Source: an optimization exercise on an open RTL-to-GDS flow (aim: small area). Production flows keep margins and buffers that such runs may drop. Function was checked by simulation only, so behaviour that the tests miss may differ from the original. No activity file was given, so power comes from the tool's default toggle rates.

==> job 436: inputs <==
==> flow/design.v (excerpt) <==
module base58_encoder_unit (
    input  logic                          i_clk,
    input  logic                          i_rst_n,
    input  logic                          i_in_valid,
    output logic                          o_in_ready,
    input  logic [b58enc_pkg::BYTE_W-1:0] i_in_data_byte,
    input  logic                          i_in_last_byte,
    output logic                          o_out_valid,
    input  logic                          i_out_ready,
    output logic [b58enc_pkg::CHAR_W-1:0] o_out_char,
    output logic                          o_out_last_char,
    output logic                          o_out_overflow
);
    localparam int N  = b58enc_pkg::RING_SLOTS;
    localparam int DW = b58enc_pkg::DIGIT_W;
    localparam int CW = b58enc_pkg::CNT_W;
    localparam logic [CW-1:0] C_ZERO = b58enc_pkg::CNT_START;
    typedef enum logic [1:0] {
        S_IN, S_SCAN, S_OUT
    } t_state;
    t_state          r_state;
    logic [CW-1:0]   r_pos;      
    logic [2:0]      r_bit;      
    logic            r_run;      
    logic            r_carry;
    logic [CW-1:0]   r_cnt;      
    logic [CW-1:0]   r_zp;       
    logic            r_top;      
    logic            r_inzp;     
    logic            r_ovf;
    logic            r_out_valid;
    logic [DW-1:0]   ring_out;
    logic [DW-1:0]   ring_in;
    logic [DW-1:0]   fold_in;
    logic [DW-1:0]   fold_out;
    logic            fold_cin;
  ...
==> module base58_encoder_unit, before the edit <==
module base58_encoder_unit (
    input  logic                          i_clk,
    input  logic                          i_rst_n,
    input  logic                          i_in_valid,
    output logic                          o_in_ready,
    input  logic [b58enc_pkg::BYTE_W-1:0] i_in_data_byte,
    input  logic                          i_in_last_byte,
    output logic                          o_out_valid,
    input  logic                          i_out_ready,
    output logic [b58enc_pkg::CHAR_W-1:0] o_out_char,
    output logic                          o_out_last_char,
    output logic                          o_out_overflow
);
    localparam int N  = b58enc_pkg::RING_SLOTS;
    localparam int DW = b58enc_pkg::DIGIT_W;
    localparam int CW = b58enc_pkg::CNT_W;
    localparam logic [CW-1:0] C_ZERO = b58enc_pkg::CNT_START;
    typedef enum logic [1:0] {
        S_IN, S_SCAN, S_OUT
    } t_state;
    t_state          r_state;
    logic [CW-1:0]   r_pos;      
    logic [2:0]      r_bit;      
    logic            r_run;      
    logic            r_carry;
    logic [CW-1:0]   r_cnt;      
    logic [CW-1:0]   r_zp;       
    logic            r_top;      
    logic            r_inzp;     
    logic            r_ovf;
    logic            r_out_valid;
    logic [DW-1:0]   ring_out;
    logic [DW-1:0]   ring_in;
    logic [DW-1:0]   fold_in;
    logic [DW-1:0]   fold_out;
    logic            fold_cin;
    logic            fold_cout;
    logic            pos_first;
    logic            pos_last;
    logic [CW-1:0]   pos_inc;
    logic [CW-1:0]   zp_inc;
    logic            drop;
    logic            cnt_zero;
    logic            cnt_top;
    logic            fold_en;
    logic            in_ready;
    logic            out_free;
    b58enc_ram #(
        .WIDTH (DW),
        .DEPTH (N)
    ) u_digits (
        .i_clk   (i_clk),
        .i_wdata (ring_in),
        .o_rdata (ring_out)
    );
    b58enc_divmod u_fold (
        .i_digit (fold_in),
        .i_carry (fold_cin),
        .o_digit (fold_out),
        .o_carry (fold_cout)
    );
    always_comb begin
        pos_first = ((r_pos & b58enc_pkg::POS_FIRST_M) == b58enc_pkg::POS_FIRST_V);
        pos_last  = ((r_pos & b58enc_pkg::POS_LAST_M) == b58enc_pkg::POS_LAST_V);
        pos_inc   = b58enc_pkg::cnt_next(r_pos);
        zp_inc    = b58enc_pkg::cnt_next(r_zp);
        drop      = ((r_cnt & b58enc_pkg::CNT_FULL_M) == b58enc_pkg::CNT_FULL_V);
        cnt_zero  = ((r_cnt & b58enc_pkg::CNT_ZERO_M) == b58enc_pkg::CNT_ZERO_V);
        cnt_top   = ((r_cnt & b58enc_pkg::CNT_TOP_M) == b58enc_pkg::CNT_TOP_V);
        fold_en   = (r_state == S_IN) && i_in_valid && !drop && (r_run || pos_first);
        fold_in   = (r_inzp && (r_bit == '0)) ? '0 : ring_out;
        fold_cin  = pos_first ? i_in_data_byte[~r_bit] : r_carry;
        ring_in   = fold_en ? fold_out : ring_out;
        in_ready  = (r_state == S_IN) && pos_last && (drop || (r_run && (r_bit == 3'd7)));
        out_free  = !r_out_valid || i_out_ready;
    end
    assign o_in_ready      = in_ready;
    assign o_out_valid     = r_out_valid;
    assign o_out_char      = b58enc_pkg::b58_char(r_zp);
    assign o_out_last_char = cnt_zero;
    assign o_out_overflow  = r_ovf;
    always_ff @(posedge i_clk) begin
        r_carry <= fold_cout;
        r_run   <= fold_en && !pos_last;
        if (!i_rst_n) begin
            r_state     <= S_IN;
            r_pos       <= C_ZERO;
            r_bit       <= '0;
            r_cnt       <= C_ZERO;
            r_zp        <= C_ZERO;
            r_top       <= 1'b1;
            r_inzp      <= 1'b1;
            r_ovf       <= 1'b0;
            r_out_valid <= 1'b0;
        end else begin
            r_pos <= pos_last ? C_ZERO : pos_inc;
            if (fold_en && pos_last) begin
                r_bit <= r_bit + 3'd1;
                if (r_top) begin
                    r_zp <= {r_zp[CW-2:0], fold_cout};
                end
            end
            if (i_out_ready) begin
                r_out_valid <= 1'b0;
            end
            unique case (r_state)
                S_IN: begin
                    if (in_ready && i_in_valid) begin
                        if (drop) begin
                            r_ovf <= 1'b1;
                        end else begin
                            r_cnt <= b58enc_pkg::cnt_next(r_cnt);
                            if (r_inzp && (i_in_data_byte == '0)) begin
                                r_zp  <= zp_inc;
                                r_top <= 1'b0;
                            end else begin
                                r_inzp <= 1'b0;
                            end
                        end
                        if (i_in_last_byte) begin
                            r_state <= S_SCAN;
                        end
                    end
                end
                S_SCAN: begin
                    r_top <= 1'b0;
                    if (r_top && (r_zp != '0)) begin
                        r_cnt   <= b58enc_pkg::CNT_44;
                        r_state <= S_OUT;
                    end else begin
                        r_zp <= pos_last ? '0 : zp_inc;
                        if (ring_out != '0) begin
                            r_cnt <= zp_inc;
                        end
                        if (pos_last) begin
                            r_state <= S_OUT;
                        end
                    end
                end
                S_OUT: begin
                    if (cnt_zero) begin
                        if (out_free) begin
                            r_zp    <= C_ZERO;
                            r_top   <= 1'b1;
                            r_inzp  <= 1'b1;
                            r_ovf   <= 1'b0;
                            r_state <= S_IN;
                        end
                    end else if (out_free && cnt_top) begin
                        r_out_valid <= 1'b1;
                        r_cnt       <= b58enc_pkg::cnt_prev(r_cnt);
                    end else if (out_free && (pos_inc == r_cnt)) begin
                        r_out_valid <= 1'b1;
                        r_zp        <= ring_out;
                        r_cnt       <= b58enc_pkg::cnt_prev(r_cnt);
                    end
                end
                default: begin
                    r_state <= S_IN;
                end
            endcase
        end
    end
endmodule
==> flow/config.mk <==
export PLATFORM = sky130hd
export DESIGN_NAME = base58_encoder_unit
export DESIGN_NICKNAME = base58_encoder_unit
export VERILOG_FILES = /design/flow/design.v
export SDC_FILE = /design/flow/constraint.sdc
export NUM_CORES = 4
export LEC_CHECK = 0
export CAP_MARGIN = 20
export CORE_MARGIN = 2
export CORE_UTILIZATION = 65
export SLEW_MARGIN = 20
==> flow/constraint.sdc <==
create_clock -name core_clock -period 12.0 [get_ports {i_clk}]
set_input_delay 2.4000 -clock core_clock [delete_from_list [all_inputs] [get_ports {i_clk}]]
set_output_delay 2.4000 -clock core_clock [all_outputs]
set_load 0.01 [all_outputs]
standard.sh (not shown) runs the stock make flow with config.mk's settings and CLKGATE_MAP_FILE= SYNTH_SCRIPT=/design/flow/synth_recipe.tcl, a recipe that flattens the netlist after the stock synthesis.
==> flow/flow/run.sh <==
#!/bin/bash
# Own layout flow: the standard synthesis, then its combinational logic re-mapped for
# area (flip-flops untouched; several ABC runs, the smallest that is proven equivalent to the
# standard netlist is kept), then the standard ORFS flow from floorplan to finish with small
# port buffers and no dummy clock loads. Each tool's output goes to a log here.
set -euo pipefail
W=$(pwd)
R=$W/orfs/results/$FLOW_PLATFORM/base58_encoder_unit/base
L=$W/orfs/logs/$FLOW_PLATFORM/base58_encoder_unit/base

bash standard.sh synth > "$W/log_1_standard_synth.log" 2>&1

cp "$R/1_2_yosys.v" "$W/standard_1_2_yosys.v"
export REMAP_LIB=$FLOW_HOME/platforms/$FLOW_PLATFORM/lib/sky130_fd_sc_hd__tt_025C_1v80.lib
export REMAP_DIR=$W/flow
export REMAP_IN=$W/standard_1_2_yosys.v
REMAP_DONT_USE=""
for c in $(grep -oE -- "-dont_use [A-Za-z0-9_]+" "$L/1_2_yosys.log" | awk '{print $2}' | sort -u); do
  REMAP_DONT_USE="$REMAP_DONT_USE -dont_use $c"
done
export REMAP_DONT_USE

# one ABC run per seed, in parallel
for s in 1 2 3 4; do
  sed "s/@SEED@/$s/" "$W/flow/remap.abc" > "$W/remap_$s.abc"
  REMAP_ABC=$W/remap_$s.abc REMAP_OUT=$W/remapped_$s.v \
    yosys -c "$W/flow/remap.tcl" > "$W/log_2_remap_$s.log" 2>&1 &
done
wait || true

best=""
best_area=""
for s in 1 2 3 4; do
  f=$W/remapped_$s.v
  [[ -f $f.stat ]] || continue
  a=$(awk '/Chip area/ {print $NF}' "$f.stat")
  if REMAP_OUT=$f yosys -c "$W/flow/equiv.tcl" > "$W/log_2_equiv_$s.log" 2>&1; then
    if [[ -z $best ]] || awk -v a="$a" -v b="$best_area" 'BEGIN {exit !(a < b)}'; then
      best=$f
      best_area=$a
    fi
  fi
done
echo "re-mapped netlist kept: ${best:-none (standard netlist kept)} ${best_area}" > "$W/log_2_remap_choice.log"
if [[ -n $best ]]; then
  cp "$best" "$R/1_2_yosys.v"
fi
rm -f "$R/1_synth.odb" "$R/1_synth.sdc"
touch "$R/1_2_yosys.v"

CTS="-sink_clustering_enable -repair_clock_nets -dont_use_dummy_load"
CTS="$CTS -buf_list sky130_fd_sc_hd__clkbuf_8"
CTS="$CTS -sink_clustering_size 24 -sink_clustering_max_diameter 60"
bash standard.sh "CTS_ARGS=$CTS" "BUFFER_PORTS_ARGS=-buffer_cell sky130_fd_sc_hd__buf_1" finish \
  > "$W/log_3_standard_finish.log" 2>&1
==> flow/flow/remap.abc <==
strash
&get -n
&deepsyn -T 45 -S @SEED@
&put
dch -f
amap -F 2
Other scripts of this flow, unchanged in this note and not shown: flow/flow/equiv.tcl, flow/flow/ff_models.v, flow/flow/ff_stubs.v, flow/flow/remap.tcl
==> job 3778 (differences from job 436) <==
--- a/flow/flow/run.sh
+++ b/flow/flow/run.sh
@@ -2,7 +2,7 @@
 # Own layout flow: the standard synthesis, then its combinational logic re-mapped for
 # area (flip-flops untouched; several ABC runs, the smallest that is proven equivalent to the
 # standard netlist is kept), then the standard ORFS flow from floorplan to finish with small
-# port buffers and no dummy clock loads. Each tool's output goes to a log here.
+# port buffers, no dummy clock loads and a small clock root buffer. Each tool's output goes to a log here.
 set -euo pipefail
 W=$(pwd)
 R=$W/orfs/results/$FLOW_PLATFORM/base58_encoder_unit/base
@@ -49,7 +49,7 @@
 touch "$R/1_2_yosys.v"
 
 CTS="-sink_clustering_enable -repair_clock_nets -dont_use_dummy_load"
-CTS="$CTS -buf_list sky130_fd_sc_hd__clkbuf_8"
-CTS="$CTS -sink_clustering_size 24 -sink_clustering_max_diameter 60"
+CTS="$CTS -buf_list sky130_fd_sc_hd__clkbuf_8 -root_buf sky130_fd_sc_hd__clkbuf_4"
+CTS="$CTS -sink_clustering_size 22 -sink_clustering_max_diameter 60"
 bash standard.sh "CTS_ARGS=$CTS" "BUFFER_PORTS_ARGS=-buffer_cell sky130_fd_sc_hd__buf_1" finish \
   > "$W/log_3_standard_finish.log" 2>&1
==> job 3425 (differences from job 436) <==
--- a/flow/design.v
+++ b/flow/design.v
@@ -10,9 +10,9 @@
     localparam logic [RADIX*8-1:0] ALPHABET =
         "123456789ABCDEFGHJKLMNPQRSTUVWXYZabcdefghijkmnopqrstuvwxyz";
     function automatic logic [CHAR_W-1:0] b58_char(input logic [DIGIT_W-1:0] d);
-        logic [7:0] c;
-        c = ALPHABET[(RADIX - 1 - d) * 8 +: 8];
-        b58_char = c[CHAR_W-1:0];
+        b58_char = CHAR_W'(d) + 7'd49 + ((d >= 6'd9) ? 7'd7 : 7'd0) + ((d >= 6'd17) ? 7'd1 : 7'd0)
+                 + ((d >= 6'd22) ? 7'd1 : 7'd0) + ((d >= 6'd33) ? 7'd6 : 7'd0)
+                 + ((d >= 6'd44) ? 7'd1 : 7'd0);
     endfunction
     localparam logic [CNT_W-1:0] CNT_START   = 6'b000000;
     localparam logic [CNT_W-1:0] CNT_44      = 6'b100100;    
--- a/flow/flow/run.sh
+++ b/flow/flow/run.sh
@@ -2,7 +2,7 @@
 # Own layout flow: the standard synthesis, then its combinational logic re-mapped for
 # area (flip-flops untouched; several ABC runs, the smallest that is proven equivalent to the
 # standard netlist is kept), then the standard ORFS flow from floorplan to finish with small
-# port buffers and no dummy clock loads. Each tool's output goes to a log here.
+# port buffers, no dummy clock loads and a small clock root buffer. Each tool's output goes to a log here.
 set -euo pipefail
 W=$(pwd)
 R=$W/orfs/results/$FLOW_PLATFORM/base58_encoder_unit/base
@@ -49,7 +49,7 @@
 touch "$R/1_2_yosys.v"
 
 CTS="-sink_clustering_enable -repair_clock_nets -dont_use_dummy_load"
-CTS="$CTS -buf_list sky130_fd_sc_hd__clkbuf_8"
-CTS="$CTS -sink_clustering_size 24 -sink_clustering_max_diameter 60"
+CTS="$CTS -buf_list sky130_fd_sc_hd__clkbuf_8 -root_buf sky130_fd_sc_hd__clkbuf_4"
+CTS="$CTS -sink_clustering_size 22 -sink_clustering_max_diameter 60"
 bash standard.sh "CTS_ARGS=$CTS" "BUFFER_PORTS_ARGS=-buffer_cell sky130_fd_sc_hd__buf_1" finish \
   > "$W/log_3_standard_finish.log" 2>&1
CORE_UTILIZATION = 80   (was 65)
==> job 7062 (differences from job 436) <==
--- a/flow/design.v
+++ b/flow/design.v
@@ -1,7 +1,6 @@
 package b58enc_pkg;
     localparam int MAX_BYTES_DEF   = 32;
     localparam int DIGIT_SLOTS_DEF = 44;
-    localparam int RING_SLOTS      = DIGIT_SLOTS_DEF - 1;
     localparam int RADIX   = 58;
     localparam int BYTE_W  = 8;
     localparam int DIGIT_W = 6;
@@ -14,23 +13,20 @@
         c = ALPHABET[(RADIX - 1 - d) * 8 +: 8];
         b58_char = c[CHAR_W-1:0];
     endfunction
-    localparam logic [CNT_W-1:0] CNT_START   = 6'b000000;
-    localparam logic [CNT_W-1:0] CNT_44      = 6'b100100;    
-    localparam logic [CNT_W-1:0] POS_FIRST_M = 6'b010111;    
-    localparam logic [CNT_W-1:0] POS_FIRST_V = 6'b000000;
-    localparam logic [CNT_W-1:0] POS_LAST_M  = 6'b011110;    
-    localparam logic [CNT_W-1:0] POS_LAST_V  = 6'b001000;
-    localparam logic [CNT_W-1:0] CNT_FULL_M  = 6'b101111;    
-    localparam logic [CNT_W-1:0] CNT_FULL_V  = 6'b101000;
-    localparam logic [CNT_W-1:0] CNT_ZERO_M  = 6'b010111;    
-    localparam logic [CNT_W-1:0] CNT_ZERO_V  = 6'b000000;
-    localparam logic [CNT_W-1:0] CNT_TOP_M   = 6'b111001;    
-    localparam logic [CNT_W-1:0] CNT_TOP_V   = 6'b100000;
+    localparam logic [CNT_W-1:0] CNT_START  = 6'b011010;
+    localparam logic [CNT_W-1:0] POS_FIRST_M = 6'b011110;    
+    localparam logic [CNT_W-1:0] POS_FIRST_V = 6'b011010;
+    localparam logic [CNT_W-1:0] POS_LAST_M  = 6'b100111;    
+    localparam logic [CNT_W-1:0] POS_LAST_V  = 6'b100110;
+    localparam logic [CNT_W-1:0] CNT_FULL_M  = 6'b111100;    
+    localparam logic [CNT_W-1:0] CNT_FULL_V  = 6'b000000;
+    localparam logic [CNT_W-1:0] CNT_ZERO_M  = 6'b011110;    
+    localparam logic [CNT_W-1:0] CNT_ZERO_V  = 6'b011010;
     function automatic logic [CNT_W-1:0] cnt_next(input logic [CNT_W-1:0] s);
-        cnt_next = {s[4:0], ~(s[5] ^ s[4])};
+        cnt_next = {s[4:0], s[5] ^ s[0]};
     endfunction
     function automatic logic [CNT_W-1:0] cnt_prev(input logic [CNT_W-1:0] s);
-        cnt_prev = {~(s[0] ^ s[5]), s[5:1]};
+        cnt_prev = {s[0] ^ s[1], s[5:1]};
     endfunction
 endpackage
 module b58enc_divmod (
@@ -74,7 +70,7 @@
     output logic                          o_out_last_char,
     output logic                          o_out_overflow
 );
-    localparam int N  = b58enc_pkg::RING_SLOTS;
+    localparam int N  = b58enc_pkg::DIGIT_SLOTS_DEF;
     localparam int DW = b58enc_pkg::DIGIT_W;
     localparam int CW = b58enc_pkg::CNT_W;
     localparam logic [CW-1:0] C_ZERO = b58enc_pkg::CNT_START;
@@ -88,7 +84,6 @@
     logic            r_carry;
     logic [CW-1:0]   r_cnt;      
     logic [CW-1:0]   r_zp;       
-    logic            r_top;      
     logic            r_inzp;     
     logic            r_ovf;
     logic            r_out_valid;
@@ -104,7 +99,6 @@
     logic [CW-1:0]   zp_inc;
     logic            drop;
     logic            cnt_zero;
-    logic            cnt_top;
     logic            fold_en;
     logic            in_ready;
     logic            out_free;
@@ -129,7 +123,6 @@
         zp_inc    = b58enc_pkg::cnt_next(r_zp);
         drop      = ((r_cnt & b58enc_pkg::CNT_FULL_M) == b58enc_pkg::CNT_FULL_V);
         cnt_zero  = ((r_cnt & b58enc_pkg::CNT_ZERO_M) == b58enc_pkg::CNT_ZERO_V);
-        cnt_top   = ((r_cnt & b58enc_pkg::CNT_TOP_M) == b58enc_pkg::CNT_TOP_V);
         fold_en   = (r_state == S_IN) && i_in_valid && !drop && (r_run || pos_first);
         fold_in   = (r_inzp && (r_bit == '0)) ? '0 : ring_out;
         fold_cin  = pos_first ? i_in_data_byte[~r_bit] : r_carry;
@@ -151,7 +144,6 @@
             r_bit       <= '0;
             r_cnt       <= C_ZERO;
             r_zp        <= C_ZERO;
-            r_top       <= 1'b1;
             r_inzp      <= 1'b1;
             r_ovf       <= 1'b0;
             r_out_valid <= 1'b0;
@@ -159,9 +151,6 @@
             r_pos <= pos_last ? C_ZERO : pos_inc;
             if (fold_en && pos_last) begin
                 r_bit <= r_bit + 3'd1;
-                if (r_top) begin
-                    r_zp <= {r_zp[CW-2:0], fold_cout};
-                end
             end
             if (i_out_ready) begin
                 r_out_valid <= 1'b0;
@@ -174,8 +163,7 @@
                         end else begin
                             r_cnt <= b58enc_pkg::cnt_next(r_cnt);
                             if (r_inzp && (i_in_data_byte == '0)) begin
-                                r_zp  <= zp_inc;
-                                r_top <= 1'b0;
+                                r_zp <= zp_inc;
                             end else begin
                                 r_inzp <= 1'b0;
                             end
@@ -186,32 +174,22 @@
                     end
                 end
                 S_SCAN: begin
-                    r_top <= 1'b0;
-                    if (r_top && (r_zp != '0)) begin
-                        r_cnt   <= b58enc_pkg::CNT_44;
+                    r_zp <= zp_inc;
+                    if (ring_out != '0) begin
+                        r_cnt <= zp_inc;
+                    end
+                    if (pos_last) begin
                         r_state <= S_OUT;
-                    end else begin
-                        r_zp <= pos_last ? '0 : zp_inc;
-                        if (ring_out != '0) begin
-                            r_cnt <= zp_inc;
-                        end
-                        if (pos_last) begin
-                            r_state <= S_OUT;
-                        end
                     end
                 end
                 S_OUT: begin
                     if (cnt_zero) begin
                         if (out_free) begin
                             r_zp    <= C_ZERO;
-                            r_top   <= 1'b1;
                             r_inzp  <= 1'b1;
                             r_ovf   <= 1'b0;
                             r_state <= S_IN;
                         end
-                    end else if (out_free && cnt_top) begin
-                        r_out_valid <= 1'b1;
-                        r_cnt       <= b58enc_pkg::cnt_prev(r_cnt);
                     end else if (out_free && (pos_inc == r_cnt)) begin
                         r_out_valid <= 1'b1;
                         r_zp        <= ring_out;
--- a/flow/flow/run.sh
+++ b/flow/flow/run.sh
@@ -21,7 +21,7 @@
 export REMAP_DONT_USE
 
 # one ABC run per seed, in parallel
-for s in 1 2 3 4; do
+for s in 1 2 3; do
   sed "s/@SEED@/$s/" "$W/flow/remap.abc" > "$W/remap_$s.abc"
   REMAP_ABC=$W/remap_$s.abc REMAP_OUT=$W/remapped_$s.v \
     yosys -c "$W/flow/remap.tcl" > "$W/log_2_remap_$s.log" 2>&1 &
@@ -30,7 +30,7 @@
 
 best=""
 best_area=""
-for s in 1 2 3 4; do
+for s in 1 2 3; do
   f=$W/remapped_$s.v
   [[ -f $f.stat ]] || continue
   a=$(awk '/Chip area/ {print $NF}' "$f.stat")
@@ -50,6 +50,6 @@
 
 CTS="-sink_clustering_enable -repair_clock_nets -dont_use_dummy_load"
 CTS="$CTS -buf_list sky130_fd_sc_hd__clkbuf_8"
-CTS="$CTS -sink_clustering_size 24 -sink_clustering_max_diameter 60"
+CTS="$CTS -sink_clustering_size 18 -sink_clustering_max_diameter 50"
 bash standard.sh "CTS_ARGS=$CTS" "BUFFER_PORTS_ARGS=-buffer_cell sky130_fd_sc_hd__buf_1" finish \
   > "$W/log_3_standard_finish.log" 2>&1
==> flow/flow/remap.abc (replaced) <==
strash
&get -n
&deepsyn -T 40 -S @SEED@
&put
dch -f
amap
==> comparison table <==
| quantity | job 3778 | job 7062 | job 436 | job 3425 |
|---|---|---|---|---|
| Wire per inst | 14.23 um | 14.05 um | 14.30 um | - |
| Power dissipated in the clock network | 0.361 mW | 0.414 mW | 0.368 mW | - |
| Overall routing resource usage | 17.84% | 17.51% | 17.88% | - |
| Max power group | registers | registers | registers | - |
| Crit path DAT | 3.75 ns | 3.04 ns | 3.71 ns | - |
| Global-route wire length before repair | 16.34 mm | 16.22 mm | 16.37 mm | - |
| Antenna violations before repair | 0 | 0 | 0 | - |
| Tap cells | 136 | 136 | 136 | - |
| Share of cells above drive strength 1 | 3.114% | 3.875% | 2.936% | - |
| Worst Setup Slack, final | 5.849 ns | 6.563 ns | 5.894 ns | - |
| FMAX | 0.1626 GHz | 0.1839 GHz | 0.1638 GHz | - |
| Launching point of the worst reg2reg path | r_state[1] | r_cnt[4] | r_state[1] | - |
| Global-route track usage on met2 | 25.89% | 26.54% | 25.75% | - |
| Outcome | finished clean | finished clean | finished clean | did not finish |
| Failing step | - | - | - | detailed placement (3_5_place_dp) |
| Worst Reg-to-Reg Cells | 10 | 11 | 10 | - |
| Maximum number of pins on one net before global-route repair | 23 | 19 | 25 | - |
| Antenna-violating nets left | 0 | 0 | 0 | - |
| Hold buffers post-CTS | 0 | 0 | 0 | - |
| Class of the tightest hold or removal check | flop to flop | flop to flop | flop to flop | - |

## afterwards: timing with drivers on the ports
Ports are ideal in the flow. The routed layouts listed here were re-timed in OpenROAD.
Step 1 sets driving cells, clkbuf_16 on the clock port and buf_2 on the other inputs (assumed; they add their load-dependent delay and slew).
Step 2 moves the port delays by t, midway between the first and last clock arrival at a register: inputs arrive t later, outputs are due t later. That takes back most of the time a late clock gives input paths.
a / b / c = ideal ports / drivers / drivers and shift; a / b = the first two.
run | t, ns | setup slack, ns | pins driven straight from the clock port
job 436 | 0.516 | 5.894 / 5.861 / 6.377 | 1
job 3778 | 0.593 | 5.849 / 5.818 / 6.411 | 1
job 7062 | 0.510 | 6.563 / 6.527 / 6.978 | 1
After both steps setup and hold are still met in every run listed.
